What follows belongs to an exercise in optimizing a design on an open flow for small area, a short achievable clock period and few clock cycles per item; a production flow would make more cautious choices. In this exercise RTL edits were held to simulation tests only and were not proved equivalent to the original. No activity file was given, so power comes from the tool's default toggle rates.

== main ==
==> flow/design.v (excerpt) <==
module selection_sort_engine_core #(
    parameter int DEPTH = 32
) (
    input  wire logic              aclk,
    input  wire logic              aresetn,
    input  wire logic              s_valid,
    output logic                   s_ready,
    input  wire sse_pkg::sse_in_t  s_data,
    output logic                   m_valid,
    input  wire logic              m_ready,
    output sse_pkg::sse_out_t      m_data
);
For scale: ~7900 cells after synthesis, about 73 I/O pins, ~0.065 sq mm of cells after synthesis.
clock: 4.5 ns
lec_check: 0
cap_margin: 20
core_margin: 2
core_utilization: 30
place_density: 0.45
setup_slack_margin: 1.5
slew_margin: 20
run.sh (not shown) runs the stock make flow with config.mk's settings and CLKGATE_MAP_FILE= SYNTH_SCRIPT=/design/flow/synth_recipe.tcl, a recipe that flattens the netlist after the stock synthesis.
Testbench counts of main, summed over its fixed seeds: cycles 4,063, items 3,794.
Here is what was changed in the inputs of the feature branch compared with main.
Settings: removing SETUP_SLACK_MARGIN (formerly 1.5); changing CORE_UTILIZATION from 30 to 40; removing PLACE_DENSITY (formerly 0.45).
[summary]
Clock latency on the worst-skew pair: lower on the feature branch. The power spent charging and discharging nets number comes out lower for the feature branch vs main. main vs the feature branch, capture point of the critical path: u_datapath.gt_reg[23]$_DFF_P_ vs u_datapath.gt_reg[2]$_DFF_P_. Compared to main, the feature branch was floorplanned on a smaller die.

* * *

## JK
The RTL this note starts from:
==> flow/design.v <==
`timescale 1ns / 1ps
`default_nettype none
package sse_pkg;
    localparam int DATA_W = 32;
    typedef struct packed {
        logic signed [DATA_W-1:0] value;
        logic                     is_last;
    } sse_in_t;
    typedef struct packed {
        logic signed [DATA_W-1:0] sorted_value;
        logic                     last_out;
        logic                     overflowed;
    } sse_out_t;
    typedef struct packed {
        logic insert;      
        logic close;       
        logic close_ovf;   
        logic advance;     
    } sse_cmd_t;
    typedef struct packed {
        logic full;            
        logic set_full;        
        logic full_next;
        logic set_full_next;
    } sse_status_t;
endpackage
`default_nettype wire
`timescale 1ns / 1ps
`default_nettype none
module sse_ctrl (
    input  wire logic                 aclk,
    input  wire logic                 aresetn,
    input  wire logic                 s_valid,
    input  wire sse_pkg::sse_in_t     s_data,
    output logic                      s_ready,
    input  wire sse_pkg::sse_status_t status,
    output sse_pkg::sse_cmd_t         cmd,
    output logic signed [sse_pkg::DATA_W-1:0] x_value,   
    output logic signed [sse_pkg::DATA_W-1:0] y_value    
);
    logic y_vld_reg, y_last_reg;
    logic x_vld_reg, x_last_reg;
    logic signed [sse_pkg::DATA_W-1:0] y_value_reg, x_value_reg;
    logic ovf_reg;         
    logic ready_reg;
    logic take, drop, x_leaves, x_vld_next, y_vld_next;
    assign drop         = x_vld_reg && status.set_full;
    assign cmd.insert   = x_vld_reg && !status.set_full && !status.full;
    assign x_leaves     = drop || cmd.insert;
    assign cmd.close    = x_leaves && x_last_reg;
    assign cmd.close_ovf = ovf_reg || drop;
    assign cmd.advance  = y_vld_reg && (!x_vld_reg || x_leaves);
    assign x_value      = x_value_reg;
    assign y_value      = ~y_value_reg;
    assign take       = s_valid && ready_reg;
    assign x_vld_next = cmd.advance || (x_vld_reg && !x_leaves);
    assign y_vld_next = take || (y_vld_reg && !cmd.advance);
    assign s_ready    = ready_reg;
    always_ff @(posedge aclk) begin
        if (take) begin
            y_value_reg <= ~s_data.value;
            y_last_reg  <= s_data.is_last;
        end
        if (cmd.advance) begin
            x_value_reg <= ~y_value_reg;
            x_last_reg  <= y_last_reg;
        end
    end
    always_ff @(posedge aclk) begin
        if (!aresetn) begin
            y_vld_reg <= 1'b0;
            x_vld_reg <= 1'b0;
            ovf_reg   <= 1'b0;
            ready_reg <= 1'b1;
        end else begin
            y_vld_reg <= y_vld_next;
            x_vld_reg <= x_vld_next;
            if (cmd.close) begin
                ovf_reg <= 1'b0;
            end else if (drop) begin
                ovf_reg <= 1'b1;
            end
            ready_reg <= !y_vld_next || !x_vld_next || status.set_full_next ||
                         !status.full_next;
        end
    end
endmodule
`default_nettype wire
`timescale 1ns / 1ps
`default_nettype none
module sse_datapath #(
    parameter int DEPTH = 32
) (
    input  wire logic                      aclk,
    input  wire logic                      aresetn,
    input  wire sse_pkg::sse_cmd_t         cmd,
    input  wire logic signed [sse_pkg::DATA_W-1:0] x_value,
    input  wire logic signed [sse_pkg::DATA_W-1:0] y_value,
    output sse_pkg::sse_status_t           status,
    output logic                           m_valid,
    input  wire logic                      m_ready,
    output sse_pkg::sse_out_t              m_data
);
    localparam int W  = sse_pkg::DATA_W;
    localparam int NC = DEPTH;
    logic signed [W-1:0] val_reg [NC];
    logic [NC-1:0] vld_reg, cur_reg, tag_reg, gt_reg;
    logic [W-1:0]  val_next [NC];
    logic [NC-1:0] vld_next, cur_next, tag_next, gt_next;
    logic [NC-1:0] gt_src;    
    logic tag_in_reg;      
    logic ovf_vld_reg;     
    logic ovf_tag_reg;     
    logic m_valid_reg;
    logic pop, ins, last_out;
    logic x_gt_y;          
    function automatic logic gt_s(input logic [W-1:0] a, input logic [W-1:0] b);
        logic [W-1:0] au, bu;
        logic [31:0] g0, p0;
        logic [15:0] g1, p1;
        logic [7:0]  g2, p2;
        logic [3:0]  g3, p3;
        logic [1:0]  g4, p4;
        au = {~a[W-1], a[W-2:0]};
        bu = {~b[W-1], b[W-2:0]};
        for (int k = 0; k < 32; k++) begin
            g0[k] = au[k] & ~bu[k];
            p0[k] = au[k] | ~bu[k];
        end
        for (int k = 0; k < 16; k++) begin
            g1[k] = g0[2*k+1] | (p0[2*k+1] & g0[2*k]);
            p1[k] = p0[2*k+1] & p0[2*k];
        end
        for (int k = 0; k < 8; k++) begin
            g2[k] = g1[2*k+1] | (p1[2*k+1] & g1[2*k]);
            p2[k] = p1[2*k+1] & p1[2*k];
        end
        for (int k = 0; k < 4; k++) begin
            g3[k] = g2[2*k+1] | (p2[2*k+1] & g2[2*k]);
            p3[k] = p2[2*k+1] & p2[2*k];
        end
        for (int k = 0; k < 2; k++) begin
            g4[k] = g3[2*k+1] | (p3[2*k+1] & g3[2*k]);
            p4[k] = p3[2*k+1] & p3[2*k];
        end
        gt_s = g4[1] | (p4[1] & g4[0]);
    endfunction
    logic [NC+1:0] c;
    logic [NC-1:0] s_l, s_h, s_r, s_x;
    assign c[0]    = 1'b0;
    assign c[NC+1] = 1'b1;
    for (genvar i = 0; i < NC; i++) begin : g_cmp
        assign c[i+1]    = !vld_reg[i] || (cur_reg[i] && gt_reg[i]);
        assign gt_src[i] = cmd.advance ? gt_s(val_reg[i], y_value) : gt_reg[i];
    end
    assign x_gt_y   = gt_s(x_value, y_value);
    assign pop      = m_valid_reg && m_ready;
    assign ins      = cmd.insert;
    assign last_out = !vld_reg[1] || (tag_reg[1] != tag_reg[0]);
    for (genvar i = 0; i < NC; i++) begin : g_cell
        assign s_l[i] = !pop && ins && c[i+1] && c[i];
        assign s_x[i] = ins && (pop ? (c[i+2] && !c[i+1]) : (c[i+1] && !c[i]));
        assign s_r[i] = pop && !(ins && c[i+2]);
        assign s_h[i] = ins ? (pop ? c[i+1] : !c[i+1]) : !pop;
        logic [W-1:0] v_l, v_r;
        logic         e_l, e_r;    
        logic         u_l, u_r, t_l, t_r, g_l, g_r;
        if (i > 0) begin : g_left
            assign v_l = val_reg[i-1];
            assign e_l = vld_reg[i-1];
            assign u_l = cur_reg[i-1];
            assign t_l = tag_reg[i-1];
            assign g_l = gt_src[i-1];
        end else begin : g_left0
            assign v_l = '0;
            assign e_l = 1'b0;
            assign u_l = 1'b0;
            assign t_l = 1'b0;
            assign g_l = 1'b0;
        end
        if (i < NC - 1) begin : g_right
            assign v_r = val_reg[i+1];
            assign e_r = vld_reg[i+1];
            assign u_r = cur_reg[i+1];
            assign t_r = tag_reg[i+1];
            assign g_r = gt_src[i+1];
        end else begin : g_rightn
            assign v_r = '0;
            assign e_r = 1'b0;
            assign u_r = 1'b0;
            assign t_r = 1'b0;
            assign g_r = 1'b0;
        end
        assign val_next[i] = ({W{s_l[i]}} & v_l) | ({W{s_h[i]}} & val_reg[i]) |
                             ({W{s_r[i]}} & v_r) | ({W{s_x[i]}} & x_value);
        assign vld_next[i] = (s_l[i] & e_l) | (s_h[i] & vld_reg[i]) | (s_r[i] & e_r) | s_x[i];
        assign cur_next[i] = !cmd.close &&
                             ((s_l[i] & u_l) | (s_h[i] & cur_reg[i]) | (s_r[i] & u_r) | s_x[i]);
        assign tag_next[i] = (s_l[i] & t_l) | (s_h[i] & tag_reg[i]) | (s_r[i] & t_r) |
                             (s_x[i] & tag_in_reg);
        assign gt_next[i]  = (s_l[i] & g_l) | (s_h[i] & gt_src[i]) | (s_r[i] & g_r) |
                             (s_x[i] & x_gt_y);
    end
    always_ff @(posedge aclk) begin
        for (int i = 0; i < NC; i++) begin
            val_reg[i] <= val_next[i];
        end
        tag_reg <= tag_next;
        gt_reg  <= gt_next;
    end
    always_ff @(posedge aclk) begin
        if (!aresetn) begin
            vld_reg     <= '0;
            cur_reg     <= '0;
            tag_in_reg  <= 1'b0;
            ovf_vld_reg <= 1'b0;
            ovf_tag_reg <= 1'b0;
            m_valid_reg <= 1'b0;
        end else begin
            vld_reg <= vld_next;
            cur_reg <= cur_next;
            if (cmd.close) begin
                tag_in_reg <= !tag_in_reg;
            end
            if (cmd.close && cmd.close_ovf) begin
                ovf_vld_reg <= 1'b1;
                ovf_tag_reg <= tag_in_reg;
            end else if (pop && last_out && (tag_reg[0] == ovf_tag_reg)) begin
                ovf_vld_reg <= 1'b0;
            end
            m_valid_reg <= vld_next[0] && !cur_next[0];
        end
    end
    assign status.full          = vld_reg[NC-1];
    assign status.set_full      = cur_reg[0] && vld_reg[DEPTH-1];
    assign status.full_next     = vld_next[NC-1];
    assign status.set_full_next = cur_next[0] && vld_next[DEPTH-1];
    assign m_valid              = m_valid_reg;
    assign m_data.sorted_value  = val_reg[0];
    assign m_data.last_out      = last_out;
    assign m_data.overflowed    = ovf_vld_reg && (tag_reg[0] == ovf_tag_reg);
endmodule
`default_nettype wire
`timescale 1ns / 1ps
`default_nettype none
module selection_sort_engine_core #(
    parameter int DEPTH = 32
) (
    input  wire logic              aclk,
    input  wire logic              aresetn,
    input  wire logic              s_valid,
    output logic                   s_ready,
    input  wire sse_pkg::sse_in_t  s_data,
    output logic                   m_valid,
    input  wire logic              m_ready,
    output sse_pkg::sse_out_t      m_data
);
    sse_pkg::sse_cmd_t    cmd;
    sse_pkg::sse_status_t status;
    logic signed [sse_pkg::DATA_W-1:0] x_value, y_value;
    sse_ctrl u_ctrl (
        .aclk    (aclk),
        .aresetn (aresetn),
        .s_valid (s_valid),
        .s_data  (s_data),
        .s_ready (s_ready),
        .status  (status),
        .cmd     (cmd),
        .x_value (x_value),
        .y_value (y_value)
    );
    sse_datapath #(
        .DEPTH (DEPTH)
    ) u_datapath (
        .aclk    (aclk),
        .aresetn (aresetn),
        .cmd     (cmd),
        .x_value (x_value),
        .y_value (y_value),
        .status  (status),
        .m_valid (m_valid),
        .m_ready (m_ready),
        .m_data  (m_data)
    );
endmodule
`default_nettype wire
make LEC_CHECK=0 CAP_MARGIN=20 CORE_MARGIN=2 CORE_UTILIZATION=50 SETUP_SLACK_MARGIN=2.0 SLEW_MARGIN=20 finish   # period 4.5 ns
Testbench counts of JK, summed over its fixed seeds: cycles 4,063, items 3,794.
Edits applied to the flow inputs when going from JK to MS:
Settings: CTS_BUF_LIST: unset -> sky130_fd_sc_hd__clkbuf_8; SETUP_SLACK_MARGIN: 2.0 -> 2.1; CTS_CLUSTER_SIZE: unset -> 16; ABC_AREA: unset -> 1.
--- outcome ---
Of the two candidates, JK has the better area after synthesis and MS the worse one. Routed wire length was lower in JK than in MS. In the tables for JK and MS, met3 usage in global routing reads lower with MS. Switching power delta for MS relative to JK: 6200 uW higher. Combinational group power, JK and MS: smaller value in JK. Standard-cell row count (MS over JK): increase, 6. Cmp JK and MS / setup slack of the critical path after layout / lower: JK. First-pass GRT wire length, JK and MS, higher one = MS. Compared MS vs JK, and share of the clock period used by the worst path after layout is down in MS.
Changes in AL relative to MS:
Settings: changing SETUP_SLACK_MARGIN from 2.1 to 2.0; removing ABC_AREA (formerly 1).
- The final layouts of MS and AL pass the timing, design-rule and antenna checks.
- Going from MS to AL, fraction of the mapped netlist area in compound gates grows by 7.4 points.
- Compared to MS, AL has number of antenna violations at the first check in global routing about 40% lower.
- Height of the die: AL vs MS down about 4%
- Re global-route usage: AL is 0.34 points up on MS.
- Summary — wire length after detailed routing, AL relative to MS: lower, by about 4%.
- Diff MS -> AL: half-perimeter wire length after detailed placement fell by about 12%, clock group share of total power rose by 8.7 points, number of buffers created by CTS fell by 2.
- Delta(critical path depth, AL - MS) > 0
- NOTE number of global-route vias before repair MS->AL decreased by more than 10%
The following lists how TR was set up differently from AL:
Settings: an added ABC_AREA of 1.
--- outcome ---
TR ended up with sky130_fd_sc_hd__dfxtp_2 as its slowest library cell on the worst path; AL ended up with sky130_fd_sc_hd__edfxtp_1.
Relative to AL, largest fanout on the critical path has decreased by 9 in TR.
In TR the met1 wire length turned out 3.8% higher than in AL.
[TR] worst-case hold slack fell 0.078 ns relative to AL
Global-route wire length before repair on TR is behind AL.
Between TR and AL, horizontal die dimension is lower for AL, TR comes in above that.
TR finished end to end and its layout was clean on timing, DRC and antenna.
NOTE wire length on met3 AL->TR decreased by more than a quarter
Per the comparison of TR with AL, total area of multi-input combinational cells has increased, tap cell instance count up 148.

* * *

selection_sort_engine_core, a different RTL version from the one above (not shown whole).
Size: ~11000 cells after synthesis, about 73 I/O pins, about 0.072 sq mm of cells after synthesis.
clock: 4.5 ns
lec_check: 0
abc_area: 1
cap_margin: 20
core_margin: 2
core_utilization: 50
cts_buf_list: sky130_fd_sc_hd__clkbuf_8
cts_cluster_size: 16
setup_slack_margin: 2.0
slew_margin: 20
Testbench counts at the start, summed over its fixed seeds: cycles 4,070, items 3,794.
Rerun with:
SETUP_SLACK_MARGIN = 2.1   (was 2.0)
Synthesized area stays the same; hold slack degrades by 0.011 ns; worst setup slack improved by 0.077 ns; synthesized cell count stays the same; global-route usage goes up by 0.18 points; count of clock-buffer cells in the layout is unchanged; clock skew went up by 0.0057 ns; power rises by about 1%; design area rose by 1.7%; via count grows by about 0.8%.

* * *

Another version of the RTL of selection_sort_engine_core (not shown whole).
Size: ~11000 cells after synthesis, roughly 1200 flip-flops, roughly 73 I/O pins, roughly 0.071 mm2 of cells after synthesis.
clock: 4.5 ns
lec_check: 0
abc_area: 1
cap_margin: 20
core_margin: 2
core_utilization: 50
cts_buf_list: sky130_fd_sc_hd__clkbuf_8
cts_cluster_size: 16
setup_slack_margin: 2.0
slew_margin: 20
The baseline completed without violations.
Testbench counts at the start, summed over its fixed seeds: cycles 4,070, items 3,794.
Rerun with:
Settings changed: SETUP_SLACK_MARGIN 2.0 to 2.1.
After rerunning: Combinational power barely changes; utilization went up by 0.85 points; power went up by 0.54%; setup slack improves by 0.097 ns.

## afterwards: timing with drivers on the ports
No port has a modelled driver above. Below, the same layouts with a new extraction and two added sets of constraints.
Step 1, drivers: a clkbuf_16 drives aclk and a buf_2 each remaining input, both assumed.
Step 2 times the ports against the registers' clock, not the clock port: input delays grow and output delays shrink by t, the midpoint of the rising clock arrivals with the driver on.
Slacks: ideal ports / drivers / drivers and shift; pairs: ideal ports / drivers.
| run | shift t [ns] | setup WS [ns] | worst hold slack (ns) | worst register clock-pin slew, ns | pins driven straight from the clock port |
|---|---|---|---|---|---|
| main | 0.903 | 1.451 / 1.426 / 0.647 | 0.416 / 0.416 / 0.416 | 0.07 / 0.07 | 1 |
| the feature branch | 0.869 | 0.785 / 0.785 / 0.310 | 0.421 / 0.421 / 0.421 | 0.07 / 0.07 | 1 |
| JK | 0.887 | 1.570 / 1.570 / 1.157 | 0.485 / 0.485 / 0.485 | 0.07 / 0.07 | 1 |
| MS | 1.042 | 1.837 / 1.752 / 1.360 | 0.396 / 0.396 / 0.396 | 0.07 / 0.07 | 1 |
| AL | 1.028 | 1.606 / 1.606 / 1.059 | 0.483 / 0.433 / 0.483 | 0.07 / 0.07 | 1 |
| TR | 1.051 | 1.890 / 1.804 / 1.013 | 0.405 / 0.394 / 0.405 | 0.07 / 0.07 | 1 |
| the first run of note 3 | 1.076 | 1.967 / 1.941 / 0.986 | 0.441 / 0.376 / 0.461 | 0.08 / 0.08 | 1 |
| the second run of note 3 | 1.083 | 2.044 / 1.994 / 1.077 | 0.430 / 0.373 / 0.465 | 0.07 / 0.07 | 1 |
| the first run of note 4 | 1.048 | 1.924 / 1.924 / 0.984 | 0.441 / 0.405 / 0.441 | 0.07 / 0.07 | 1 |
| the second run of note 4 | 1.055 | 2.021 / 2.018 / 1.025 | 0.422 / 0.397 / 0.422 | 0.07 / 0.07 | 1 |
After both steps setup and hold are still met in every run listed. The setup slack of the second run of note 4, which loses most, moves by -0.003 ns with the drivers and by -0.996 ns with both steps.
